From an optimization exercise on the open Yosys and OpenROAD flow, aimed at small area and a short achievable clock period; shortcuts taken in it are not production practice. For this run, only the layout was checked, not whether the RTL still works. Power figures rest on the tool's default switching activity, not on a simulated workload.

<file path="flow/config.mk">
export PLATFORM = sky130hd
export DESIGN_NAME = imem_prog_store
export DESIGN_NICKNAME = imem_prog_store
export VERILOG_FILES = /design/flow/design.v
export SDC_FILE = /design/flow/constraint.sdc
export NUM_CORES = 4
export LEC_CHECK = 0
export CAP_MARGIN = 20
export CORE_MARGIN = 2
export CORE_UTILIZATION = 40
export SETUP_SLACK_MARGIN = 2.5
export SLEW_MARGIN = 20
export SYNTH_HIERARCHICAL = 1
</file>
<file path="flow/constraint.sdc">
create_clock -name core_clock -period 5.5 [get_ports {CLK}]
set_input_delay 1.1000 -clock core_clock [delete_from_list [all_inputs] [get_ports {CLK}]]
set_output_delay 1.1000 -clock core_clock [all_outputs]
set_load 0.01 [all_outputs]
</file>
<file path="flow/design.v">
module imem_prog_store #(
  parameter int                INST_W  = 9,
  parameter int                PC_W    = 8,
  parameter int                ADDR_W  = 8,
  parameter int                NPROG   = 4,
  parameter logic [INST_W-1:0] HALT_OP = '1,
  parameter int                SEL_W   = (NPROG > 1) ? $clog2(NPROG) : 1
) (
  input  logic              CLK,
  input  logic              reset_n,
  input  logic              clr,
  input  logic              ld_start,
  input  logic [SEL_W-1:0]  ld_slot,
  input  logic              ld_valid,
  input  logic [INST_W-1:0] ld_data,
  input  logic              ld_last,
  output logic              ld_ready,
  output logic              ld_err,
  input  logic              fetch_en,
  input  logic [SEL_W-1:0]  prog_sel,
  input  logic [PC_W-1:0]   PC,
  output logic              fetch_rdy,
  output logic [INST_W-1:0] inst,
  output logic              inst_vld
);
  logic              state;
  logic [INST_W-1:0] mem [2**ADDR_W];
  logic [ADDR_W:0]   fill_ptr;
  logic [NPROG-1:0]  slot_vld;
  logic [ADDR_W-1:0] base [NPROG];
  logic [PC_W-1:0]   lst  [NPROG];
  logic [PC_W-1:0]   cnt;
  logic [SEL_W-1:0]  cur_slot;
  logic              full;
  logic              beat;
  logic              fetch_hit;
  assign full      = fill_ptr[ADDR_W];
  assign fetch_rdy = !state;
  assign ld_ready  = state && !full;
  assign beat      = ld_valid && ld_ready;
  function automatic logic [3:0] add3(input logic [2:0] x, input logic [2:0] y);
    case ({x, y})
      6'o00: add3 = 4'd0; 6'o01: add3 = 4'd1; 6'o02: add3 = 4'd2; 6'o03: add3 = 4'd3;
      6'o04: add3 = 4'd4; 6'o05: add3 = 4'd5; 6'o06: add3 = 4'd6; 6'o07: add3 = 4'd7;
      6'o10: add3 = 4'd1; 6'o11: add3 = 4'd2; 6'o12: add3 = 4'd3; 6'o13: add3 = 4'd4;
      6'o14: add3 = 4'd5; 6'o15: add3 = 4'd6; 6'o16: add3 = 4'd7; 6'o17: add3 = 4'd8;
      6'o20: add3 = 4'd2; 6'o21: add3 = 4'd3; 6'o22: add3 = 4'd4; 6'o23: add3 = 4'd5;
      6'o24: add3 = 4'd6; 6'o25: add3 = 4'd7; 6'o26: add3 = 4'd8; 6'o27: add3 = 4'd9;
      6'o30: add3 = 4'd3; 6'o31: add3 = 4'd4; 6'o32: add3 = 4'd5; 6'o33: add3 = 4'd6;
      6'o34: add3 = 4'd7; 6'o35: add3 = 4'd8; 6'o36: add3 = 4'd9; 6'o37: add3 = 4'd10;
      6'o40: add3 = 4'd4; 6'o41: add3 = 4'd5; 6'o42: add3 = 4'd6; 6'o43: add3 = 4'd7;
      6'o44: add3 = 4'd8; 6'o45: add3 = 4'd9; 6'o46: add3 = 4'd10; 6'o47: add3 = 4'd11;
      6'o50: add3 = 4'd5; 6'o51: add3 = 4'd6; 6'o52: add3 = 4'd7; 6'o53: add3 = 4'd8;
      6'o54: add3 = 4'd9; 6'o55: add3 = 4'd10; 6'o56: add3 = 4'd11; 6'o57: add3 = 4'd12;
      6'o60: add3 = 4'd6; 6'o61: add3 = 4'd7; 6'o62: add3 = 4'd8; 6'o63: add3 = 4'd9;
      6'o64: add3 = 4'd10; 6'o65: add3 = 4'd11; 6'o66: add3 = 4'd12; 6'o67: add3 = 4'd13;
      6'o70: add3 = 4'd7; 6'o71: add3 = 4'd8; 6'o72: add3 = 4'd9; 6'o73: add3 = 4'd10;
      6'o74: add3 = 4'd11; 6'o75: add3 = 4'd12; 6'o76: add3 = 4'd13; 6'o77: add3 = 4'd14;
      default: add3 = 4'd0;
    endcase
  endfunction
  function automatic logic [2:0] add2(input logic [1:0] x, input logic [1:0] y);
    case ({x, y})
      4'h0: add2 = 3'd0; 4'h1: add2 = 3'd1; 4'h2: add2 = 3'd2; 4'h3: add2 = 3'd3;
      4'h4: add2 = 3'd1; 4'h5: add2 = 3'd2; 4'h6: add2 = 3'd3; 4'h7: add2 = 3'd4;
      4'h8: add2 = 3'd2; 4'h9: add2 = 3'd3; 4'hA: add2 = 3'd4; 4'hB: add2 = 3'd5;
      4'hC: add2 = 3'd3; 4'hD: add2 = 3'd4; 4'hE: add2 = 3'd5; default: add2 = 3'd6;
    endcase
  endfunction
  function automatic logic [1:0] cmp2(input logic [1:0] x, input logic [1:0] y);
    case ({x, y})
      4'h0, 4'h5, 4'hA, 4'hF:               cmp2 = 2'b01;
      4'h4, 4'h8, 4'h9, 4'hC, 4'hD, 4'hE:   cmp2 = 2'b10;
      default:                              cmp2 = 2'b00;
    endcase
  endfunction
  logic [ADDR_W-1:0] b;
  logic [3:0]        d0, d1;
  logic [2:0]        d2;
  logic              c3, c6;
  logic [2:0]        a0, a1;
  logic [1:0]        a2;
  logic [7:0]        oh0, oh1;
  logic [3:0]        oh2;
  always_comb begin
    b   = base[prog_sel];
    d0  = add3(b[2:0], PC[2:0]);
    d1  = add3(b[5:3], PC[5:3]);
    d2  = add2(b[7:6], PC[7:6]);
    c3  = d0[3];
    c6  = d1[3] | (d1[2:0] == 3'd7) & d0[3];
    a0  = d0[2:0];
    a1  = c3 ? add3(d1[2:0], 3'd1) : d1[2:0];
    a2  = c6 ? add2(d2[1:0], 2'd1) : d2[1:0];
    oh0 = 8'b1 << a0;
    oh1 = 8'b1 << a1;
    oh2 = 4'b1 << a2;
  end
  logic [PC_W-1:0] l;
  logic [1:0]      e [4];
  always_comb begin
    l = lst[prog_sel];
    for (int k = 0; k < 4; k++) e[k] = cmp2(PC[2*k+:2], l[2*k+:2]);
    fetch_hit = slot_vld[prog_sel] &&
                !(e[3][1] || e[3][0] && (e[2][1] || e[2][0] && (e[1][1] || e[1][0] && e[0][1])));
  end
  logic [INST_W-1:0] lv1 [32];
  logic [INST_W-1:0] lv2 [4];
  for (genvar k = 0; k < 32; k++) begin : g_lv1
    for (genvar i = 0; i < INST_W; i++) begin : g_bit
      imem_sel8 u_sel (.o(oh0), .w({mem[8*k+7][i], mem[8*k+6][i], mem[8*k+5][i], mem[8*k+4][i],
                                    mem[8*k+3][i], mem[8*k+2][i], mem[8*k+1][i], mem[8*k][i]}),
                       .y(lv1[k][i]));
    end
  end
  for (genvar k = 0; k < 4; k++) begin : g_lv2
    for (genvar i = 0; i < INST_W; i++) begin : g_bit
      imem_sel8 u_sel (.o(oh1), .w({lv1[8*k+7][i], lv1[8*k+6][i], lv1[8*k+5][i], lv1[8*k+4][i],
                                    lv1[8*k+3][i], lv1[8*k+2][i], lv1[8*k+1][i], lv1[8*k][i]}),
                       .y(lv2[k][i]));
    end
  end
  logic [INST_W-1:0] nrd2 [4];
  logic [3:0]        roh2;
  logic [INST_W-1:0] nrdata;
  for (genvar i = 0; i < INST_W; i++) begin : g_lv3
    imem_sel4 u_sel (.o(roh2), .w({nrd2[3][i], nrd2[2][i], nrd2[1][i], nrd2[0][i]}),
                     .y(nrdata[i]));
  end
  assign inst = ~nrdata;
  always_ff @(posedge CLK) begin
    if (!clr && !state && fetch_en) begin
      for (int k = 0; k < 4; k++) nrd2[k] <= ~lv2[k];
    end
  end
  always_ff @(posedge CLK or negedge reset_n) begin
    if (!reset_n) begin
      roh2 <= '0;
    end else if (!clr && !state && fetch_en) begin
      roh2 <= oh2 & {4{fetch_hit}};
    end
  end
  always_ff @(posedge CLK or negedge reset_n) begin
    if (!reset_n) begin
      state    <= 1'b0;
      fill_ptr <= '0;
      slot_vld <= '0;
      ld_err   <= 1'b0;
      inst_vld <= 1'b0;
    end else if (clr) begin
      state    <= 1'b0;
      fill_ptr <= '0;
      slot_vld <= '0;
      inst_vld <= 1'b0;
    end else if (!state) begin
      inst_vld <= fetch_en;
      if (ld_start) begin
        state             <= 1'b1;
        slot_vld[ld_slot] <= 1'b0;
      end
    end else begin
      inst_vld <= 1'b0;
      if (beat) begin
        fill_ptr <= fill_ptr + 1'b1;
        if (ld_last) begin
          state              <= 1'b0;
          slot_vld[cur_slot] <= 1'b1;
        end
      end else if (ld_valid) begin
        state  <= 1'b0;
        ld_err <= 1'b1;
      end
    end
  end
  always_ff @(posedge CLK) begin
    if (!clr) begin
      if (!state) begin
        if (ld_start) begin
          cur_slot      <= ld_slot;
          base[ld_slot] <= fill_ptr[ADDR_W-1:0];
          cnt           <= '0;
        end
      end else if (beat) begin
        cnt <= cnt + 1'b1;
        if (ld_last) lst[cur_slot] <= cnt;
      end
    end
  end
  always_ff @(posedge CLK) begin
    if (beat) mem[fill_ptr[ADDR_W-1:0]] <= ld_data;
  end
endmodule
module imem_sel4 (
  input  logic [3:0] o,
  input  logic [3:0] w,
  output logic       y
);
  assign y = |(w & o);
endmodule
module imem_sel8 (
  input  logic [7:0] o,
  input  logic [7:0] w,
  output logic       y
);
  assign y = |(w & o);
endmodule
</file>
<file path="flow/run.sh">
#!/bin/bash
# synth_recipe.tcl (not shown) runs the flow's synth.tcl, then flattens the netlist and writes it again
# the make line also repeats each setting of config.mk as NAME=value (left out here)
make -C /OpenROAD-flow-scripts/flow DESIGN_CONFIG=/design/flow/config.mk WORK_HOME=/design/flow/orfs CLKGATE_MAP_FILE= SYNTH_SCRIPT=/design/flow/synth_recipe.tcl finish
</file>
==> results.txt <==
* Rel. slew slack at about a quarter
* Crit path largest cell delay at between 0.3 and 0.4 ns
* DR vias at between 50000 and 60000
* Detailed Place HPWL at roughly 150000 µm
* EDFF count, synth at 2414
* Pwr dens at around 380 mW/mm²
* Peak supply drop at roughly 0.28 mV
* Global-route wire length before repair at ~360000 µm
* Yosys top cell area share at approximately four fifths
* Worst Tran Pin Value at roughly 1.1 ns
* Die area at 0.225 mm²
* Ports at just over 40
* RSZ-0062 raised after global routing: true
* Sequential power share at about half
* Detailed Route WL at 259000 µm
* Num CTS Buffers at approximately 230
* Tightest Hold Check Type: input port to asynchronous set/reset pin
* Post-Syn Nets at 4807
* Status: finished clean
* RePlAce Congestion at approximately 0.87
* Drt initial violations at between 6000 and 7000
* Vias in the first global route at between 40000 and 50000
* Int Pwr at 30.8 mW
* Layout Utilization at roughly 50%
* Avg Inst Size Synth at approximately 19 µm²
* Comb pwr share at between 10% and 20%
* Net Sw Frac at around a quarter
* Nets at between 5000 and 6000
* Die Y at 475 µm
* Post-synthesis cell count at roughly 4800
* Yosys warning total at 13
* Pin count of the biggest net entering global routing at 121
* Root buffer cell: clkbuf_16
* Placed cell count at approximately 8000
* Ys async rst share at less than 1%
* Final Hold Viols at 0
* Crit. End Element: flop
* Clk buf depth at 3
* Area grow syn2layout at 21.1%
* Achievable Freq at 0.257 GHz
* Worst R2R Path Depth at 20
* H-tree depth at 4
* Crit-path max FO at 5
* CP cell instances: buf_4 > ha_4 > nand2b_1 > o22ai_4 > nor3_2 > a21o_1 > a222oi_1 > buf_4 > xnor2_4 > buf_6 > buf_6 > nor2_4 > buf_6 > buf_12 > buf_12 > clkbuf_16 > a22oi_2 > nand4_1 > a22oi_1 > buf_4 > nand4_1 > inv_1
* Pre-antenna DRT Iters at 6
* Worst-Skew Late Latency at 0.88 ns
* Post-layout minimum cycle time at 3.90 ns
* Routed len/inst at 30.4 µm
* Synth Flop Type: edfxtp_1
* I/O Buffers at 40
* Antenna violation net count after detailed routing at 0
* GRT overflow at 0
* Post-Synthesis Cell Area at between 0.08 and 0.09 mm²
* Worst path arrival time at around 4.7 ns
* Die X at between 400 and 500 µm
* NetSw at roughly 10 mW
* CTS sink count at 2434
* Hold_ws at ~0.19 ns
* Static Leakage at between 30 and 40 nW
* Worst Setup Start Kind: input port
* Max-slew violations at 0
* Via-to-Cell Ratio at 6.06
* Final std cells w/o fill at roughly 8500
* Setup CP Type: input port to flop
* Initial antenna violation count at 8
* CP Buf/Inv Count at 10
* Total negative slack at 0 ns
* Distinct cell type count after synthesis at 60
* Synth area leaders: edfxtp_1 (82%), a22oi_1 (11%), nand4_1 (2.3%)
* Finish-stage setup viols at 0
* Clock Power Share at a little under two fifths
* Starting Density at between 40% and 50%
* CTS Hold Bufs at 0
* Remaining DRCs at 0
* Sequential area share after synthesis at between 80 and 90%
* CTS tree: done
* Max Cap Viol at 0
* Tot GR Track Use at about 22%
* CP top delay family: buffers and inverters
* Critical-path top delay cell: a222oi_1
* Final Cycle Share at a little under three quarters
* Layout Skew at around 0.048 ns
* Clock edge transition at the registers on the reported setup and hold paths at about 0.070 ns
* Row cnt at ~170
* Core Area at approximately 0.22 mm²
* WP depth at 22
* Dominant cell type by area after synthesis: edfxtp_1
* Worst path required time at 6.27 ns
* Synthesis-stage register bit count at 2434
* Layout cells sized above 1 at a little under a quarter
## layout by cell type, fill, tap and decap left out, types with 17 or more instances in the layout
| cell type | synthesis | final |
|---|---|---|
| clkbuf_1 | 46 | 54 |
| buf_16 | 0 | 21 |
| clkinv_2 | 0 | 32 |
| clkinv_1 | 0 | 54 |
| buf_4 | 1 | 261 |
| nand2_1 | 47 | 34 |
| dfrtp_1 | 20 | 17 |
| nand4_1 | 329 | 329 |
| clkbuf_16 | 0 | 244 |
| bufinv_16 | 0 | 17 |
| buf_6 | 3 | 38 |
| edfxtp_1 | 2414 | 2414 |
| nor2_1 | 297 | 87 |
| a22oi_2 | 0 | 254 |
| inv_1 | 68 | 55 |
| buf_12 | 0 | 73 |
| nor2_2 | 0 | 119 |
| a22oi_1 | 1314 | 1060 |
| nor2_4 | 0 | 91 |
## registers in the layout, indices dropped and copies added (netlist names), 2 cells and up
| signal | count |
|---|---|
| cur_slot | 2 |
| nrd2 | 36 |
| cnt | 8 |
| base | 32 |
| roh2 | 4 |
| mem | 2304 |
| fill_ptr | 9 |
| slot_vld | 4 |
| lst | 32 |
## power groups by stage
stage	combinational, mW	clock (mW)	sequential [mW]
floorplan	1.98	0	20.9
global placement	4.05	0	20.9
detailed placement	4.07	0	20.9
CTS	4.64	15.6	20.5
global route	5.15	16.3	20.5
finish	4.94	15.4	20.6
## cells in the mapped netlist, drive strengths merged (2+ instances only)
cell type and n:
o221ai 2, nand2b 3, ha 19, a311oi 6, nor2b 13, a32oi 2, nand4b 2, nand2 47
edfxtp 2414, o21a 2, and3 4, nor3 11, xnor2 13, nor2 297, nand4 329, buf 8
dfrtp 20, nor3b 3, o211ai 4, mux2i 9, o2bb2ai 2, or2 3, nand3 27, o21ai 4
xor2 9, a222oi 2, o22ai 7, a21oi 9, maj3 2, a211o 2, and2 11, a211oi 3
o2111ai 2, mux2 5, mux4 16, a31oi 6, a22oi 1314, inv 68, clkbuf 46
## Yosys stat by module (local to each module, per instance)
module           flops+latches  cell area [µm²]  times used  cells
imem_sel8                    0             36.3         324      5
imem_sel4                    0             18.8           9      3
imem_prog_store           2434            76700           1   3113
## through the flow
step / power [mW] / worst slack (ns) / area, µm²
4_1_cts: 40.8 / 1.84 / 106000
5_1_grt: 42.0 / 1.58 / 107000
3_5_place_dp: 25.0 / 0.146 / 96000
6_report: 40.9 / 1.60 / 107000
3_3_place_gp: 25.0 / -0.00210 / 96000
2_1_floorplan: 22.9 / -1.57 / 89000
## repair_timing
action,4_1_cts,5_1_grt
endpoints found under the hold margin,0,0
gates resized for setup,426,259
pin swaps,111,121
setup buffers,58,22
cloned,22,14
endpoints found under the setup margin,1396,1462
## layer usage
layer  GRT usage [%]  part of all wire (%)
met5               0                0.0050
met4            7.85                   3.8
met3            3.97                   8.8
met2            34.8                    47
met1            31.2                    41
## layout make-up
cell class              count  area, µm²
diodes                      2       5.00
clock buffers             287       6030
clock inverters           127       1230
fillers                 18000     113000
inverters                  68        259
multi-input cells        2204      17800
flip-flops and latches   2434      73000
well taps                2958       3700
repair buffers            446       5370
## worst paths after layout
check / slack (ns) / start / end
hold / removal: 0.19 / reset_n / slot_vld[1]
min in group core_clock: 0.49 / ld_err / ld_err
setup reg to reg: 1.64 / base[1][1] / nrd2[1][4]
max in group asynchronous: 4.91 / reset_n / roh2[2]
hold reg to reg: 0.49 / ld_err / ld_err
setup / recovery: 1.60 / PC[0] / nrd2[1][4]
## logic make-up after synthesis
kind of cell,share of synthesized area (%)
adder cells (fa/ha/maj),0.292
AO/OA/AOI/OAI,11.7
flip-flops,82.3
XOR/XNOR,0.217
multiplexers,0.572
buffers and inverters,0.563
AND/OR/NAND/NOR,4.35
## worst register-to-register path, cell delays in order (launching register included)
cell       delay (ns)
edfxtp_1         0.42
mux2_2           0.33
o22ai_4          0.14
nor3_2           0.06
a21o_1           0.16
a222oi_1         0.34
buf_4            0.23
xnor2_4          0.15
buf_6            0.17
buf_6            0.10
nor2_4           0.05
buf_6            0.17
buf_12           0.16
buf_12           0.17
clkbuf_16        0.18
a22oi_2          0.16
nand4_1          0.23
a22oi_1          0.21
buf_4            0.16
nand4_1          0.11
inv_1            0.07

==> what the ideal ports hide <==
Ports are ideal in the flow. The routed layout listed here was re-timed in OpenROAD. Step 1: set_driving_cell puts a clkbuf_16 on CLK and a buf_2 on each other input, an assumption about the parent block. Step 2 adds t to the input delays and takes it off the output delays; t is the mean of the earliest and latest rising clock arrival at the registers after step 1. Input paths then give back, and output paths get back, about the clock's delay inside the block. Three values: ideal, step 1, step 2; two values: the first two.
t, ns: 0.959
setup WS [ns]: 1.603 / 1.642 / 0.705
worst hold slack (ns): 0.189 / 0.124 / 0.492
pins driven straight from the clock port: 1
After both steps this run still meets setup and hold. For this run, drivers alone change the setup slack by +0.039 ns; drivers and shift together by -0.898 ns.
